Source: an optimization exercise on an open RTL-to-GDS flow (aim: small area and a short achievable clock period). Production flows keep margins and buffers that such runs may drop.
Function was checked by simulation only, so behaviour that the tests miss may differ from the original.
Power and IR drop assume default switching activity.

main:
==> flow/design.v <==
package cnn_pkg;
    localparam int DATA_W   = 21;
    localparam int POOL_W   = DATA_W - 1;
    localparam int MAX_W    = 256;
    localparam int DIM_W    = 9;
    localparam int LB_DEPTH = MAX_W / 2;
    localparam int LB_AW    = $clog2(LB_DEPTH);
    localparam logic [DIM_W-1:0] MAX_W_DIM = DIM_W'(MAX_W);
    typedef enum logic {
        IDLE = 1'b0,
        RUN  = 1'b1
    } state_t;
endpackage
import cnn_pkg::*;
module pool_line_buffer
(
    input  logic              clk,
    input  logic              sh,
    input  logic [POOL_W-1:0] din,
    input  logic [3:0]        fsel,
    input  logic [3:0]        dsel,
    input  logic [7:0]        csel,
    output logic [POOL_W-1:0] tap
);
    localparam int NF = 4;
    localparam int ND = 12;
    localparam int NC = 111;
    logic [POOL_W-1:0] f [NF];
    logic [POOL_W-1:0] d [ND];
    logic [POOL_W-1:0] c [NC];
    logic [POOL_W-1:0] g1, g2;
    always_comb begin
        g1 = '0;
        for (int i = 0; i < NF; i++) begin
            g1 = g1 | (f[i] & {POOL_W{fsel[i]}});
        end
        g2 = g1 & {POOL_W{dsel[0]}};
        for (int b = 1; b < 4; b++) begin
            g2 = g2 | (d[4*b-1] & {POOL_W{dsel[b]}});
        end
        tap = g2 & {POOL_W{csel[0]}};
        for (int a = 1; a < 8; a++) begin
            tap = tap | (c[16*a-2] & {POOL_W{csel[a]}});
        end
    end
    always_ff @(posedge clk) begin
        if (sh) begin
            f[0] <= din;
            for (int i = 1; i < NF; i++) begin
                f[i] <= f[i-1];
            end
            d[0] <= g1;
            for (int j = 1; j < ND; j++) begin
                d[j] <= d[j-1];
            end
            c[0] <= g2;
            for (int j = 1; j < NC; j++) begin
                c[j] <= c[j-1];
            end
        end
    end
endmodule
import cnn_pkg::*;
module relu_maxpool
(
    input  logic              clk,
    input  logic              rst,
    input  logic              clear,
    input  logic              start,
    input  logic [DIM_W-1:0]  map_width,
    input  logic [DIM_W-1:0]  map_height,
    input  logic [DATA_W-1:0] in_data,
    input  logic              in_valid,
    output logic [POOL_W-1:0] out,
    output logic              done,
    output logic              frame_done,
    output logic              busy,
    output logic              cfg_err
);
    logic               busy_q, done_q, frame_done_q, cfg_err_q;
    logic [DIM_W-1:0]   w_q, ccnt_q, rcnt_q;      
    logic               lastc_q, lastr_q, codd_q, rodd_q;
    logic [POOL_W-1:0]  a_q;                      
    logic [POOL_W-1:0]  pm_q;                     
    logic [POOL_W-1:0]  out_q;
    logic               sh_q;                     
    logic [3:0]         fsel_q, dsel_q;
    logic [7:0]         csel_q;
    logic               p1_q;
    logic               accept, pair_ev, dims_ok, cfg_ld, cfg_d;
    logic [POOL_W-1:0]  vraw, y, a_d, tap;
    logic               neg, lb_use, a_y, a_tap, a_en, lastp_q;
    logic [6:0]         sx_q;
    logic [3:0]         fsel_d, dsel_d;
    logic [7:0]         csel_d;
    always_comb begin
        vraw    = in_data[POOL_W-1:0];
        neg     = in_data[DATA_W-1];
        accept  = busy_q && in_valid;
        pair_ev = accept && codd_q;
        dims_ok = (map_width >= DIM_W'(2)) && (map_width <= MAX_W_DIM) &&
                  (map_height >= DIM_W'(2));
        lb_use  = busy_q && (rodd_q ^ lastp_q);
        a_y     = busy_q && (!codd_q || (lb_use && p1_q));
        a_tap   = codd_q && lb_use && !p1_q;
        a_en    = !busy_q || (accept && (codd_q || !lastc_q));
    end
    pool_max_k u_max (.a(a_q), .v(vraw), .neg(neg), .y(y),
                      .k(a_y), .t(tap), .kt(a_tap), .yk(a_d));
    always_comb begin
        fsel_d = '0;
        dsel_d = '0;
        csel_d = '0;
        fsel_d[sx_q[1:0]] = 1'b1;
        dsel_d[sx_q[3:2]] = 1'b1;
        csel_d[sx_q[6:4]] = 1'b1;
    end
    always_ff @(posedge clk) begin
        if (w_q[8]) begin
            sx_q <= 7'd127;
        end else if (w_q[7:1] <= 7'd17) begin
            sx_q <= w_q[7:1] - 7'd2;
        end else begin
            sx_q <= w_q[7:1] - 7'd1;
        end
        p1_q   <= (w_q[8:1] == 8'd1);
        fsel_q <= fsel_d;
        dsel_q <= dsel_d;
        csel_q <= csel_d;
    end
    always_ff @(posedge clk) begin
        if (rst || clear) begin
            busy_q       <= 1'b0;
            done_q       <= 1'b0;
            frame_done_q <= 1'b0;
            out_q        <= '0;
        end else begin
            done_q       <= pair_ev && rodd_q;
            frame_done_q <= accept && lastc_q && lastr_q;
            if (!busy_q && start) begin
                if (dims_ok) begin
                    busy_q    <= 1'b1;
                end
            end
            if (accept && lastc_q && lastr_q) begin
                busy_q <= 1'b0;
            end
            if (pair_ev && rodd_q) begin
                out_q <= y;
            end
        end
    end
    always_comb begin
        cfg_ld = !busy_q && start && !clear;
        cfg_d  = !rst && ((cfg_ld && !dims_ok) || (!cfg_ld && cfg_err_q));
    end
    always_ff @(posedge clk) begin
        cfg_err_q <= cfg_d;
    end
    always_ff @(posedge clk) begin
        if (!busy_q && start) begin
            w_q     <= map_width;
            ccnt_q  <= map_width;
            rcnt_q  <= map_height;
            lastc_q <= 1'b0;
            lastp_q <= (map_width <= DIM_W'(3));
            lastr_q <= 1'b0;
            codd_q  <= 1'b0;
            rodd_q  <= 1'b0;
        end else if (accept) begin
            if (lastc_q) begin
                ccnt_q  <= w_q;
                lastc_q <= 1'b0;
                lastp_q <= (w_q <= DIM_W'(3));
                codd_q  <= 1'b0;
                rcnt_q  <= rcnt_q - DIM_W'(1);
                lastr_q <= (rcnt_q == DIM_W'(2));
                rodd_q  <= !rodd_q;
            end else begin
                ccnt_q  <= ccnt_q - DIM_W'(1);
                lastc_q <= (ccnt_q == DIM_W'(2));
                lastp_q <= (ccnt_q <= DIM_W'(3));
                codd_q  <= !codd_q;
            end
        end
        if (a_en) begin
            a_q <= a_d;
        end
        pm_q <= y;
        sh_q <= pair_ev;
    end
    pool_line_buffer u_line_buf (
        .clk  (clk),
        .sh   (sh_q),
        .din  (pm_q),
        .fsel (fsel_q),
        .dsel (dsel_q),
        .csel (csel_q),
        .tap  (tap)
    );
    assign out        = out_q;
    assign done       = done_q;
    assign frame_done = frame_done_q;
    assign busy       = busy_q;
    assign cfg_err    = cfg_err_q;
endmodule
module pool_max_pfx
(
    input  logic [POOL_W-1:0] a,
    input  logic [POOL_W-1:0] v,
    output logic [POOL_W-2:0] gn,
    output logic [POOL_W-2:0] en
);
    localparam int LV = $clog2(POOL_W);    
    function automatic integer done_lv;
        input integer i;
        integer k;
        begin
            done_lv = 0;
            for (k = 0; k <= LV; k = k + 1) begin
                if (i + (1 << k) < POOL_W) done_lv = k + 1;
            end
        end
    endfunction
    logic [POOL_W-1:0] g [LV+1];
    logic [POOL_W-1:0] e [LV+1];
    logic [POOL_W-1:0] gx, ex;             
    for (genvar i = 0; i < POOL_W; i++) begin : g_bit0
        pool_max_bit u_b (.a(a[i]), .v(v[i]), .g(g[0][i]), .e(e[0][i]));
    end
    for (genvar i = 0; i < POOL_W; i++) begin : g_inv
        if (done_lv(i) < LV) begin : g_x
            pool_max_inv u_i (.a(g[done_lv(i)][i]), .y(gx[i]));
            pool_max_inv u_j (.a(e[done_lv(i)][i]), .y(ex[i]));
        end else begin : g_nx
            assign gx[i] = 1'b0;
            assign ex[i] = 1'b0;
        end
    end
    for (genvar k = 0; k < LV; k++) begin : g_lv
        for (genvar i = 0; i < POOL_W; i++) begin : g_bit
            if (i + (1 << k) < POOL_W) begin : g_comb
                if (k % 2 == 0) begin : g_t
                    pool_max_ct u_c (.gh(g[k][i+(1<<k)]), .eh(e[k][i+(1<<k)]),
                                     .gl(g[k][i]), .el(e[k][i]),
                                     .gn(g[k+1][i]), .en(e[k+1][i]));
                end else begin : g_n
                    pool_max_cn u_c (.gnh(g[k][i+(1<<k)]), .enh(e[k][i+(1<<k)]),
                                     .gnl(g[k][i]), .enl(e[k][i]),
                                     .g(g[k+1][i]), .e(e[k+1][i]));
                end
            end else if ((k + 1 - done_lv(i)) % 2 == 0) begin : g_same
                assign g[k+1][i] = g[done_lv(i)][i];
                assign e[k+1][i] = e[done_lv(i)][i];
            end else begin : g_flip
                assign g[k+1][i] = gx[i];
                assign e[k+1][i] = ex[i];
            end
        end
    end
    for (genvar i = 0; i < POOL_W - 1; i++) begin : g_out
        assign gn[i] = g[LV][i+1];
        assign en[i] = e[LV][i+1];
    end
endmodule
module pool_max_k
(
    input  logic [POOL_W-1:0] a,
    input  logic [POOL_W-1:0] v,
    input  logic              neg,
    output logic [POOL_W-1:0] y,
    input  logic              k,
    input  logic [POOL_W-1:0] t,
    input  logic              kt,
    output logic [POOL_W-1:0] yk
);
    logic [POOL_W-2:0] gn, en;
    logic [POOL_W-1:0] ak, tk;
    logic              negk;
    pool_max_pfx u_p (.a(a), .v(v), .gn(gn), .en(en));
    assign ak   = a & {POOL_W{k}};
    assign negk = neg | ~k;
    assign tk   = t & {POOL_W{kt}};
    for (genvar i = 0; i < POOL_W - 1; i++) begin : g_out
        pool_max_out u_o (.a(a[i]), .v(v[i]), .neg(neg), .gn(gn[i]), .en(en[i]), .y(y[i]));
        pool_max_outt u_k (.a(ak[i]), .v(v[i]), .neg(negk), .gn(gn[i]), .en(en[i]),
                           .t(tk[i]), .y(yk[i]));
    end
    assign y[POOL_W-1]  = a[POOL_W-1] | (v[POOL_W-1] & ~neg);
    assign yk[POOL_W-1] = ak[POOL_W-1] | (v[POOL_W-1] & ~negk) | tk[POOL_W-1];
endmodule
module pool_max_bit
(
    input  logic a,
    input  logic v,
    output logic g,
    output logic e
);
    assign g = a & ~v;
    assign e = ~(a ^ v);
endmodule
module pool_max_ct
(
    input  logic gh,
    input  logic eh,
    input  logic gl,
    input  logic el,
    output logic gn,
    output logic en
);
    assign gn = ~(gh | (eh & gl));
    assign en = ~(eh & el);
endmodule
module pool_max_cn
(
    input  logic gnh,
    input  logic enh,
    input  logic gnl,
    input  logic enl,
    output logic g,
    output logic e
);
    assign g = ~(gnh & (enh | gnl));
    assign e = ~(enh | enl);
endmodule
module pool_max_inv
(
    input  logic a,
    output logic y
);
    assign y = ~a;
endmodule
module pool_max_out
(
    input  logic a,
    input  logic v,
    input  logic neg,
    input  logic gn,
    input  logic en,
    output logic y
);
    assign y = (a & (neg | ~(gn & en))) | (v & gn & ~neg);
endmodule
module pool_max_outt
(
    input  logic a,
    input  logic v,
    input  logic neg,
    input  logic gn,
    input  logic en,
    input  logic t,
    output logic y
);
    assign y = (a & (neg | ~(gn & en))) | (v & gn & ~neg) | t;
endmodule
Settings: LEC_CHECK=0, CAP_MARGIN=20, CORE_MARGIN=2, CORE_UTILIZATION=60, CTS_CLUSTER_DIAMETER=120, CTS_CLUSTER_SIZE=30, SETUP_SLACK_MARGIN=3.2, SLEW_MARGIN=20, SYNTH_HIERARCHICAL=1; clock period 5.5 ns.
run.sh (not shown) runs the stock make flow with config.mk's settings and CLKGATE_MAP_FILE= SYNTH_SCRIPT=/design/flow/synth_recipe.tcl, a recipe that flattens the netlist after the stock synthesis.
For the feature branch, these inputs were changed with respect to main:
--- a/flow/design.v
+++ b/flow/design.v
@@ -86,9 +86,9 @@
     logic               sh_q;                     
     logic [3:0]         fsel_q, dsel_q;
     logic [7:0]         csel_q;
     logic               p1_q;
-    logic               accept, pair_ev, dims_ok, cfg_ld, cfg_d;
+    logic               accept, pair_ev, dims_ok;
     logic [POOL_W-1:0]  vraw, y, a_d, tap;
     logic               neg, lb_use, a_y, a_tap, a_en, lastp_q;
     logic [6:0]         sx_q;
     logic [3:0]         fsel_d, dsel_d;
@@ -133,14 +133,20 @@
             busy_q       <= 1'b0;
             done_q       <= 1'b0;
             frame_done_q <= 1'b0;
             out_q        <= '0;
+            if (rst) begin
+                cfg_err_q <= 1'b0;
+            end
         end else begin
             done_q       <= pair_ev && rodd_q;
             frame_done_q <= accept && lastc_q && lastr_q;
             if (!busy_q && start) begin
                 if (dims_ok) begin
                     busy_q    <= 1'b1;
+                    cfg_err_q <= 1'b0;
+                end else begin
+                    cfg_err_q <= 1'b1;
                 end
             end
             if (accept && lastc_q && lastr_q) begin
                 busy_q <= 1'b0;
@@ -149,15 +155,8 @@
                 out_q <= y;
             end
         end
     end
-    always_comb begin
-        cfg_ld = !busy_q && start && !clear;
-        cfg_d  = !rst && ((cfg_ld && !dims_ok) || (!cfg_ld && cfg_err_q));
-    end
-    always_ff @(posedge clk) begin
-        cfg_err_q <= cfg_d;
-    end
     always_ff @(posedge clk) begin
         if (!busy_q && start) begin
             w_q     <= map_width;
             ccnt_q  <= map_width;
@@ -185,9 +184,11 @@
         end
         if (a_en) begin
             a_q <= a_d;
         end
-        pm_q <= y;
+        if (codd_q) begin
+            pm_q <= y;
+        end
         sh_q <= pair_ev;
     end
     pool_line_buffer u_line_buf (
         .clk  (clk),
@@ -207,10 +208,10 @@
 module pool_max_pfx
 (
     input  logic [POOL_W-1:0] a,
     input  logic [POOL_W-1:0] v,
-    output logic [POOL_W-2:0] gn,
-    output logic [POOL_W-2:0] en
+    output logic [POOL_W-1:0] gn,
+    output logic [POOL_W-1:0] en
 );
     localparam int LV = $clog2(POOL_W);    
     function automatic integer done_lv;
         input integer i;
@@ -261,8 +262,10 @@
     for (genvar i = 0; i < POOL_W - 1; i++) begin : g_out
         assign gn[i] = g[LV][i+1];
         assign en[i] = e[LV][i+1];
     end
+    assign gn[POOL_W-1] = 1'b1;
+    assign en[POOL_W-1] = 1'b0;
 endmodule
 module pool_max_k
 (
     input  logic [POOL_W-1:0] a,
@@ -273,22 +276,17 @@
     input  logic [POOL_W-1:0] t,
     input  logic              kt,
     output logic [POOL_W-1:0] yk
 );
-    logic [POOL_W-2:0] gn, en;
-    logic [POOL_W-1:0] ak, tk;
-    logic              negk;
+    logic [POOL_W-1:0] gn, en;
     pool_max_pfx u_p (.a(a), .v(v), .gn(gn), .en(en));
-    assign ak   = a & {POOL_W{k}};
-    assign negk = neg | ~k;
-    assign tk   = t & {POOL_W{kt}};
     for (genvar i = 0; i < POOL_W - 1; i++) begin : g_out
         pool_max_out u_o (.a(a[i]), .v(v[i]), .neg(neg), .gn(gn[i]), .en(en[i]), .y(y[i]));
-        pool_max_outt u_k (.a(ak[i]), .v(v[i]), .neg(negk), .gn(gn[i]), .en(en[i]),
-                           .t(tk[i]), .y(yk[i]));
+        pool_max_outk u_k (.a(a[i]), .v(v[i]), .neg(neg), .gn(gn[i]), .en(en[i]),
+                           .k(k), .t(t[i]), .kt(kt), .y(yk[i]));
     end
     assign y[POOL_W-1]  = a[POOL_W-1] | (v[POOL_W-1] & ~neg);
-    assign yk[POOL_W-1] = ak[POOL_W-1] | (v[POOL_W-1] & ~negk) | tk[POOL_W-1];
+    assign yk[POOL_W-1] = (k & y[POOL_W-1]) | (kt & t[POOL_W-1]);
 endmodule
 module pool_max_bit
 (
     input  logic a,
@@ -340,16 +338,18 @@
     output logic y
 );
     assign y = (a & (neg | ~(gn & en))) | (v & gn & ~neg);
 endmodule
-module pool_max_outt
+module pool_max_outk
 (
     input  logic a,
     input  logic v,
     input  logic neg,
     input  logic gn,
     input  logic en,
+    input  logic k,
     input  logic t,
+    input  logic kt,
     output logic y
 );
-    assign y = (a & (neg | ~(gn & en))) | (v & gn & ~neg) | t;
+    assign y = (k & a & (neg | ~(gn & en))) | (k & v & gn & ~neg) | (kt & t);
 endmodule
==> comparison <==
The feature branch went all the way through synthesis, placement and routing and the layout is clean on timing, DRC and antenna.
The design area of main and that of the feature branch are within noise of each other.
Comparing the feature branch with main, the count of nets after finishing came out essentially unchanged.
main vs the feature branch, endpoint of the worst setup timing path: a_q[7]$_DFFE_PP_ vs cfg_err
On placed cell area, the feature branch tracks main almost exactly.
The feature branch against main: overall power did not really move, placer's final routability congestion estimate now sits lower, worst slew margin relative to its limit down 4.4 points, power density over cell area about even.
Via count: higher on main
Re critical path depth: the feature branch and main aren't equal, and the lower value belongs to the feature branch.
The feature branch and main ended up with roughly the same portion of total power attributed to the clock network.
The feature branch — worst setup margin 0.098 ns higher, main as reference
DRC violation total after the first TritonRoute iteration delta for the feature branch relative to main: 214 lower
Any difference in die area between main and the feature branch is small enough to ignore.

static timing again, ports no longer ideal:
In the flow no input, the clock included, has a driving cell. The finished layouts below were timed again as built, in two steps. Step 1 assumes that a clkbuf_16 drives the clock port and a buf_2 every other input. Step 2, shift: input delay + t, output delay - t, t = (earliest + latest rising clock arrival at the registers) / 2. This alone moves slack from input paths to output paths. Three values: ideal, step 1, step 2; two values: the first two.
| run | shift t [ns] | setup slack, ns | worst hold slack (ns) | worst setup path at the end | latest minus earliest clock arrival (ns) |
|---|---|---|---|---|---|
| main | 0.788 | 3.026 / 3.026 / 2.391 | 0.415 / 0.415 / 0.415 | input to register | 0.034 / 0.033 |
| the feature branch | 0.795 | 3.123 / 3.047 / 2.420 | 0.389 / 0.389 / 0.389 | input to register | 0.051 / 0.051 |
After both steps every run listed still meets setup and hold. The setup slack of the feature branch, which loses most, moves by -0.076 ns with the drivers and by -0.703 ns with both steps.
